This is an optimization exercise on Yosys and OpenROAD, whose aim is small area, not a production implementation.
RTL that was checked went through simulation tests only; none was proved equivalent to the original.
No activity file was given, so power comes from the tool's default toggle rates. The clock port is modelled as an ideal driver; clocking choices that lean on that would not hold on a real chip.

==> flow/design.v <==
package speckle_pkg;
    localparam int ROWS    = 24;
    localparam int COLS    = 24;
    localparam int NB_DATA = 12;                    
    localparam int DEPTH   = ROWS * COLS;
    localparam int NB_DIV  = 24;                    
    localparam int NB_CNT  = 10;                    
    typedef logic [NB_DATA-1:0] pixel_t;
    typedef logic [NB_CNT-1:0]  cnt_t;              
    typedef logic [NB_DIV-1:0]  div_t;              
    typedef enum logic {
        MODE_SCAN   = 1'b0,
        MODE_CONFIG = 1'b1
    } mode_e;
    typedef enum logic [2:0] {
        IDLE      = 3'b000,
        DONE      = 3'b001,
        SCAN_TRIG = 3'b010,
        SCAN_WAIT = 3'b011,
        CFG_READ  = 3'b100,
        CFG_SEND  = 3'b101,
        CFG_KEY   = 3'b110,
        FINISH    = 3'b111
    } seq_state_e;
    typedef struct packed {
        logic   done;                               
        pixel_t value;
    } adc_rsp_t;
    typedef struct packed {
        logic sclk;
        logic sdata;
        logic key_wr;
    } chip_pins_t;
    typedef struct packed {
        logic valid;
        logic data;                                 
        logic key;                                  
    } shift_req_t;
    function automatic cnt_t cnt_next(input cnt_t c);
        cnt_next = {c[NB_CNT-2:0], ~(c[9] ^ c[6])};
    endfunction
    function automatic cnt_t cnt_at(input int n);
        cnt_t c;
        c = '0;
        for (int i = 0; i < n; i++) begin
            c = cnt_next(c);
        end
        cnt_at = c;
    endfunction
    localparam cnt_t CNT_LAST = cnt_at(DEPTH - 1);
endpackage
module pixel_counter (
    input  logic clk,
    input  logic i_rst_n,
    input  logic i_step,
    output logic o_last
);
    speckle_pkg::cnt_t cnt;
    assign o_last = (cnt == speckle_pkg::CNT_LAST);
    always_ff @(posedge clk) begin
        if (!i_rst_n) begin
            cnt <= '0;
        end else if (i_step) begin
            cnt <= o_last ? '0 : speckle_pkg::cnt_next(cnt);
        end
    end
endmodule
module pixel_ram (
    input  logic                clk,
    input  logic                i_shift,
    input  logic                i_load,
    input  speckle_pkg::pixel_t i_wdata,
    output speckle_pkg::pixel_t o_head
);
    localparam int NB = speckle_pkg::DEPTH * speckle_pkg::NB_DATA;
    logic [NB-1:0] frame;
    assign o_head = frame[speckle_pkg::NB_DATA-1:0];
    always_ff @(posedge clk) begin
        if (i_shift) begin
            frame <= {(i_load ? i_wdata : o_head), frame[NB-1:speckle_pkg::NB_DATA]};
        end
    end
endmodule
module chip_shifter (
    input  logic                    clk,
    input  logic                    i_rst_n,
    input  speckle_pkg::div_t       i_clk_div,
    input  speckle_pkg::shift_req_t i_req,
    output logic                    o_ready,
    output speckle_pkg::chip_pins_t o_chip
);
    logic              active;                      
    logic              second_half;
    logic              sdata;
    logic              key_wr;
    speckle_pkg::div_t phase_cnt;
    logic              half_done;
    assign o_ready   = !active;
    assign half_done = (phase_cnt == i_clk_div);
    assign o_chip.sclk   = active && second_half && !key_wr;
    assign o_chip.sdata  = sdata;
    assign o_chip.key_wr = key_wr;
    always_ff @(posedge clk) begin
        if (!i_rst_n) begin
            active      <= 1'b0;
            second_half <= 1'b0;
            phase_cnt   <= '0;
            sdata       <= 1'b0;
            key_wr      <= 1'b0;
        end else if (!active) begin
            if (i_req.valid) begin
                active      <= 1'b1;
                second_half <= 1'b0;
                phase_cnt   <= speckle_pkg::div_t'(1);
                if (i_req.key) begin
                    key_wr <= 1'b1;                 
                end else begin
                    sdata <= i_req.data;            
                end
            end
        end else if (half_done) begin
            phase_cnt <= speckle_pkg::div_t'(1);
            if (!second_half) begin
                second_half <= 1'b1;
            end else begin
                active <= 1'b0;
                key_wr <= 1'b0;
            end
        end else begin
            phase_cnt <= phase_cnt + 1'b1;
        end
    end
endmodule
module mode_sequencer (
    input  logic                    clk,
    input  logic                    i_rst_n,
    input  logic                    i_start,
    input  speckle_pkg::mode_e      i_mode,
    input  speckle_pkg::pixel_t     i_threshold,
    input  logic                    i_adc_done,
    input  logic                    i_last,
    input  speckle_pkg::pixel_t     i_ram_rdata,
    input  logic                    i_shift_ready,
    output logic                    o_adc_trigger,
    output logic                    o_step,
    output logic                    o_load,
    output speckle_pkg::shift_req_t o_shift,
    output logic                    o_busy,
    output logic                    o_done
);
    speckle_pkg::seq_state_e state;
    speckle_pkg::seq_state_e state_next;
    logic                    key_sent;              
    assign o_busy        = (state != speckle_pkg::IDLE) && (state != speckle_pkg::DONE);
    assign o_done        = (state == speckle_pkg::DONE);
    assign o_adc_trigger = (state == speckle_pkg::SCAN_TRIG);
    assign o_load        = (state == speckle_pkg::SCAN_WAIT);
    always_comb begin
        state_next = state;
        o_step     = 1'b0;
        o_shift    = '0;
        case (state)
            speckle_pkg::IDLE, speckle_pkg::DONE: begin
                if (i_start) begin
                    if (i_mode == speckle_pkg::MODE_SCAN) begin
                        state_next = speckle_pkg::SCAN_TRIG;
                    end else begin
                        state_next = speckle_pkg::CFG_READ;
                    end
                end else begin
                    state_next = speckle_pkg::IDLE;
                end
            end
            speckle_pkg::SCAN_TRIG: begin
                state_next = speckle_pkg::SCAN_WAIT;
            end
            speckle_pkg::SCAN_WAIT: begin
                if (i_adc_done) begin
                    o_step = 1'b1;
                    if (i_last) begin
                        state_next = speckle_pkg::FINISH;
                    end else begin
                        state_next = speckle_pkg::SCAN_TRIG;
                    end
                end
            end
            speckle_pkg::CFG_READ: begin
                state_next = speckle_pkg::CFG_SEND;
            end
            speckle_pkg::CFG_SEND: begin
                o_shift.valid = 1'b1;
                o_shift.data  = (i_ram_rdata > i_threshold);
                if (i_shift_ready) begin
                    o_step = 1'b1;
                    if (i_last) begin
                        state_next = speckle_pkg::CFG_KEY;
                    end else begin
                        state_next = speckle_pkg::CFG_READ;
                    end
                end
            end
            speckle_pkg::CFG_KEY: begin
                o_shift.valid = !key_sent;
                o_shift.key   = 1'b1;
                if (key_sent && i_shift_ready) begin
                    state_next = speckle_pkg::FINISH;
                end
            end
            default: begin                          
                state_next = speckle_pkg::DONE;
            end
        endcase
    end
    always_ff @(posedge clk) begin
        if (!i_rst_n) begin
            state    <= speckle_pkg::IDLE;
            key_sent <= 1'b0;
        end else begin
            state    <= state_next;
            key_sent <= (state == speckle_pkg::CFG_KEY) && (key_sent || i_shift_ready);
        end
    end
endmodule
module speckle_sensor_controller (
    input  logic                    clk,
    input  logic                    i_rst_n,
    input  logic                    i_start,
    input  speckle_pkg::mode_e      i_mode,
    input  speckle_pkg::pixel_t     i_threshold,
    input  speckle_pkg::div_t       i_clk_div,
    input  speckle_pkg::adc_rsp_t   i_adc,
    output logic                    o_adc_trigger,
    output speckle_pkg::chip_pins_t o_chip,
    output logic                    o_busy,
    output logic                    o_done
);
    logic                    step;
    logic                    load;
    logic                    cnt_last;
    speckle_pkg::pixel_t     ram_rdata;
    speckle_pkg::shift_req_t shift_req;
    logic                    shift_ready;
    mode_sequencer u_mode_sequencer (
        .clk           ( clk           ),
        .i_rst_n       ( i_rst_n       ),
        .i_start       ( i_start       ),
        .i_mode        ( i_mode        ),
        .i_threshold   ( i_threshold   ),
        .i_adc_done    ( i_adc.done    ),
        .i_last        ( cnt_last      ),
        .i_ram_rdata   ( ram_rdata     ),
        .i_shift_ready ( shift_ready   ),
        .o_adc_trigger ( o_adc_trigger ),
        .o_step        ( step          ),
        .o_load        ( load          ),
        .o_shift       ( shift_req     ),
        .o_busy        ( o_busy        ),
        .o_done        ( o_done        )
    );
    pixel_counter u_pixel_counter (
        .clk     ( clk      ),
        .i_rst_n ( i_rst_n  ),
        .i_step  ( step     ),
        .o_last  ( cnt_last )
    );
    pixel_ram u_pixel_ram (
        .clk     ( clk         ),
        .i_shift ( step        ),
        .i_load  ( load        ),
        .i_wdata ( i_adc.value ),
        .o_head  ( ram_rdata   )
    );
    chip_shifter u_chip_shifter (
        .clk       ( clk         ),
        .i_rst_n   ( i_rst_n     ),
        .i_clk_div ( i_clk_div   ),
        .i_req     ( shift_req   ),
        .o_ready   ( shift_ready ),
        .o_chip    ( o_chip      )
    );
endmodule
==> flow/config.mk <==
export PLATFORM = sky130hd
export DESIGN_NAME = speckle_sensor_controller
export DESIGN_NICKNAME = speckle_sensor_controller
export VERILOG_FILES = /design/flow/design.v
export SDC_FILE = /design/flow/constraint.sdc
export NUM_CORES = 4
export LEC_CHECK = 0
export CAP_MARGIN = 0
export CORE_MARGIN = 2
export CORE_UTILIZATION = 70
export SLEW_MARGIN = 0
export SYNTH_MEMORY_MAX_BITS = 8192
==> flow/constraint.sdc <==
create_clock -name core_clock -period 10.0 [get_ports {clk}]
set_input_delay 2.0000 -clock core_clock [delete_from_list [all_inputs] [get_ports {clk}]]
set_output_delay 2.0000 -clock core_clock [all_outputs]
set_load 0.01 [all_outputs]
standard.sh (not shown) runs the stock make flow with config.mk's settings and CLKGATE_MAP_FILE= SYNTH_SCRIPT=/design/flow/synth_recipe.tcl, a recipe that flattens the netlist after the stock synthesis.
==> flow/flow/run.sh <==
#!/bin/bash
# Standard layout, with the clock tree built from strong buffers driving larger
# sink clusters and without dummy loads, and the smallest buffer on the ports.
set -euo pipefail
export CTS_ARGS="-sink_clustering_enable -repair_clock_nets -sink_clustering_size 34 -sink_clustering_max_diameter 80 -buf_list sky130_fd_sc_hd__clkbuf_16 -dont_use_dummy_load"
export BUFFER_PORTS_ARGS="-buffer_cell sky130_fd_sc_hd__buf_1"
bash standard.sh > standard.log 2>&1
==> next run, changes <==
--- a/flow/design.v
+++ b/flow/design.v
@@ -102,15 +102,23 @@
     assign o_chip.key_wr = key_wr;
     always_ff @(posedge clk) begin
+        if (!active || half_done) begin
+            phase_cnt <= speckle_pkg::div_t'(1);
+        end else begin
+            phase_cnt <= phase_cnt + 1'b1;
+        end
+        if (!active) begin
+            second_half <= 1'b0;
+        end else if (half_done) begin
+            second_half <= 1'b1;
+        end
+    end
+    always_ff @(posedge clk) begin
         if (!i_rst_n) begin
-            active      <= 1'b0;
-            second_half <= 1'b0;
-            phase_cnt   <= '0;
-            sdata       <= 1'b0;
-            key_wr      <= 1'b0;
+            active <= 1'b0;
+            sdata  <= 1'b0;
+            key_wr <= 1'b0;
         end else if (!active) begin
             if (i_req.valid) begin
-                active      <= 1'b1;
-                second_half <= 1'b0;
-                phase_cnt   <= speckle_pkg::div_t'(1);
+                active <= 1'b1;
                 if (i_req.key) begin
                     key_wr <= 1'b1;                 
@@ -119,14 +127,7 @@
                 end
             end
-        end else if (half_done) begin
-            phase_cnt <= speckle_pkg::div_t'(1);
-            if (!second_half) begin
-                second_half <= 1'b1;
-            end else begin
-                active <= 1'b0;
-                key_wr <= 1'b0;
-            end
-        end else begin
-            phase_cnt <= phase_cnt + 1'b1;
+        end else if (half_done && second_half) begin
+            active <= 1'b0;
+            key_wr <= 1'b0;
         end
     end
=> The new run passed the timing, design-rule and antenna checks; sequential power barely changes; routed wire length is higher by 0.88%; core utilization stays flat; worst hold slack improved by 0.0036 ns; clock power stays flat; final cell count is lower by 0.48%.
Function not checked in the first run of this note: the RTL went through the layout flow alone.

[what the ideal ports hide]
In the flow no input, the clock included, has a driving cell. The finished layouts below were timed again as built, in two steps.
Step 1, drivers: a clkbuf_16 drives clk and a buf_2 each remaining input, both assumed.
Step 2 also shifts input and output timing later by t, the mid clock arrival at the registers, as if the neighbouring blocks saw the same clock.
Three values: no drivers, after step 1, after step 2; two values: the first two.
run | shift t [ns] | slack for setup (ns) | slew at the worst register clock pin (ns) | worst slew at a driven data input, ns | pins driven straight from the clock port
the first run | 0.999 | 4.899 / 4.921 / 3.946 | 0.12 / 0.12 | 0.44 | 1
the second run | 1.008 | 5.721 / 5.721 / 4.796 | 0.12 / 0.12 | 0.16 | 1
After both steps every run listed still meets setup and hold. The setup slack of the first run, which loses most, moves by +0.022 ns with the drivers and by -0.953 ns with both steps.
